From an optimization exercise on the open Yosys and OpenROAD flow, aimed at small area and a short achievable clock period; shortcuts taken in it are not production practice. Function was checked by simulation only, so behaviour that the tests miss may differ from the original. Power figures rest on the tool's default switching activity, not on a simulated workload.

== wip/nickel ==
## branch_predictor
module branch_predictor #(
    parameter int unsigned INDEX_W = 6,
    parameter int unsigned TAG_W   = 8
) (
    input  logic        clk_i,
    input  logic        rst_i,
    input  logic [31:0] pc_f_i,
    output logic        pred_taken_o,
    output logic [31:0] pred_pc_o,
    input  logic        ex_valid_i,
    input  logic        ex_is_br_i,
    input  logic [31:0] ex_pc_i,
    input  logic [31:0] ex_target_i,
    input  logic [2:0]  ex_funct3_i,
    input  logic        ex_pred_taken_i,
    input  logic [31:0] ex_pred_pc_i,
    input  logic        br_less_i,
    input  logic        br_equal_i,
    output logic        br_unsigned_o,
    output logic        br_taken_o,
    output logic        mispredict_o,
    output logic [31:0] redirect_pc_o,
    output logic [31:0] br_count_o,
    output logic [31:0] miss_count_o
);
Size: about 6900 cells after synthesis, roughly 2800 flip-flops, roughly 270 I/O pins, about 110000 um2 of cells after synthesis.
export LEC_CHECK = 0
export CAP_MARGIN = 20
export CORE_MARGIN = 2
export CORE_UTILIZATION = 45
export CTS_CLUSTER_DIAMETER = 60
export CTS_CLUSTER_SIZE = 30
export SETUP_SLACK_MARGIN = 4.0
export SLEW_MARGIN = 20
export TNS_END_PERCENT = 0
create_clock -name core_clock -period 10.0 [get_ports {clk_i}]
run.sh (not shown) runs the stock make flow with config.mk's settings and CLKGATE_MAP_FILE= SYNTH_SCRIPT=/design/flow/synth_recipe.tcl, a recipe that flattens the netlist after the stock synthesis.
wip/nickel went all the way through synthesis, placement and routing and the layout is clean on timing, DRC and antenna.
Input-level comparison between wip/zinc and wip/nickel:
Settings: CTS_CLUSTER_DIAMETER changed from 60 to 80; CORE_UTILIZATION changed from 45 to 55; TNS_END_PERCENT removed (was 0).
Findings:
- wip/zinc got as far as 5_1_grt, where a tool error ended the run.
- [compare] base=wip/nickel new=wip/zinc: height of the chip saw a decrease; synthesized cell count saw little to no change; die outline width saw a decrease; effective utilization at floorplan saw an increase.
- Against wip/nickel, wip/zinc comes in about 2.8% lower on weighted congestion at the end of routability-driven global placement.
Here is what was changed in the inputs of wip/indigo compared with wip/zinc.
Settings: swapping 80 for 60 in CTS_CLUSTER_DIAMETER; swapping 55 for 45 in CORE_UTILIZATION.
==> run summary <==
- wip/indigo | status: complete | timing, DRC, antenna: pass
- Stage in which a tool error killed wip/zinc: 5_1_grt.
- Looking at number of clock buffers inserted by TritonCTS, wip/indigo sits above wip/zinc.
- Effective utilization at floorplan, wip/zinc and wip/indigo: lower on wip/indigo
- wip/zinc -> wip/indigo: count of flip-flops with a built-in enable after synthesis delta 0, exact match
- In terms of synthesized cell count, wip/indigo and wip/zinc differ only marginally.
- Placement-stage worst setup slack, wip/zinc and wip/indigo: lower on wip/zinc
- Taking wip/zinc as the reference, in wip/indigo row count increased 11%; die height increased about 10%.
Inputs modified between wip/indigo and wip/lagoon:
Settings: CORE_UTILIZATION now 65, was 45; CTS_CLUSTER_DIAMETER now 80, was 60.
==> run summary <==
Status: wip/lagoon FAILED at 5_1_grt (tool error)
wip/lagoon against wip/indigo; vertical die dimension is down by more than 10%.
Compared with wip/indigo, number of instances resized during post-cts repair in wip/lagoon decreased by more than 10%.
The horizontal extent of the die reported for wip/lagoon is smaller than that of wip/indigo by about 17%.
wip/lagoon -> wip/indigo: depth of the CTS H-tree delta 0, exact match
wip/lagoon vs. wip/indigo: cell count after placement now sits lower; buffers inserted during post-CTS setup optimization now sits lower; number of distinct library cells after synthesis now sits at about the same level.
Comparing wip/indigo and wip/lagoon, number of rows created at floorplan is lower on wip/lagoon.
Synthesized cell count of wip/indigo is on par with wip/lagoon.
The weighted congestion at the end of routability-driven global placement in wip/lagoon is 1.11 times that in wip/indigo.


Another version of the RTL of branch_predictor (not shown whole).
Size: ~7600 cells after synthesis, ~2800 flip-flops, ~270 I/O pins.
make LEC_CHECK=0 CAP_MARGIN=20 CORE_MARGIN=2 CORE_UTILIZATION=45 CTS_CLUSTER_DIAMETER=80 CTS_CLUSTER_SIZE=30 SETUP_SLACK_MARGIN=4.0 SLEW_MARGIN=20 SYNTH_HIERARCHICAL=1 TNS_END_PERCENT=0 finish   # period 10.0 ns
==> next run, changes <==
Settings changed: TNS_END_PERCENT 0 to 20.
What happened:
- The new run finished with timing, DRC and antenna clean
- die area is unchanged
- clock power decreases by 4.9%
- setup slack is about the same


main:
branch_predictor, a different RTL version from the one above (not shown whole).
Size in the first run: roughly 8000 cells after synthesis, about 2800 flip-flops, ~270 I/O pins, about 0.11 sq mm of cells after synthesis.
clock: 10.0 ns
lec_check: 0
cap_margin: 20
core_margin: 2
core_utilization: 45
cts_cluster_diameter: 60
cts_cluster_size: 30
setup_slack_margin: 4.0
slew_margin: 20
synth_hierarchical: 1
tns_end_percent: 0
Input changes introduced in the feature branch (baseline for comparison: main):
Settings: CTS_CLUSTER_DIAMETER changed from 60 to 80.
==> comparison <==
- Re clock latency reported for the late side of the worst-skew pair: main was higher than the feature branch.
- The relative contribution of combinational cells to total power reported for the feature branch is greater than that of main by 0.5 points.
- NOTE: first-pass GRT wire length in the feature branch falls short of that of main

## port drivers added, routing unchanged
No port has a modelled driver above. Below, the same layouts with a new extraction and two added sets of constraints. Step 1 sets driving cells, clkbuf_16 on the clock port and buf_2 on the other inputs (assumed; they add their load-dependent delay and slew). Step 2 moves the port delays by t, midway between the first and last clock arrival at a register: inputs arrive t later, outputs are due t later. That takes back most of the time a late clock gives input paths. a / b / c = ideal ports / drivers / drivers and shift; a / b = the first two.
| run | t (ns) | setup slack, ns | pins driven straight from the clock port |
|---|---|---|---|
| wip/nickel | 1.011 | 2.351 / 2.012 / 1.420 | 1 |
| wip/indigo | 1.006 | 2.598 / 2.176 / 2.176 | 1 |
| the first run of note 2 | 0.911 | 3.559 / 3.207 / 2.781 | 1 |
| the second run of note 2 | 0.912 | 3.559 / 3.274 / 3.196 | 1 |
| main | 0.963 | 3.080 / 3.110 / 2.186 | 1 |
| the feature branch | 0.949 | 3.114 / 3.178 / 2.236 | 1 |
After both steps setup and hold are still met in every run listed. The setup slack of wip/nickel, which loses most, moves by -0.339 ns with the drivers and by -0.931 ns with both steps.
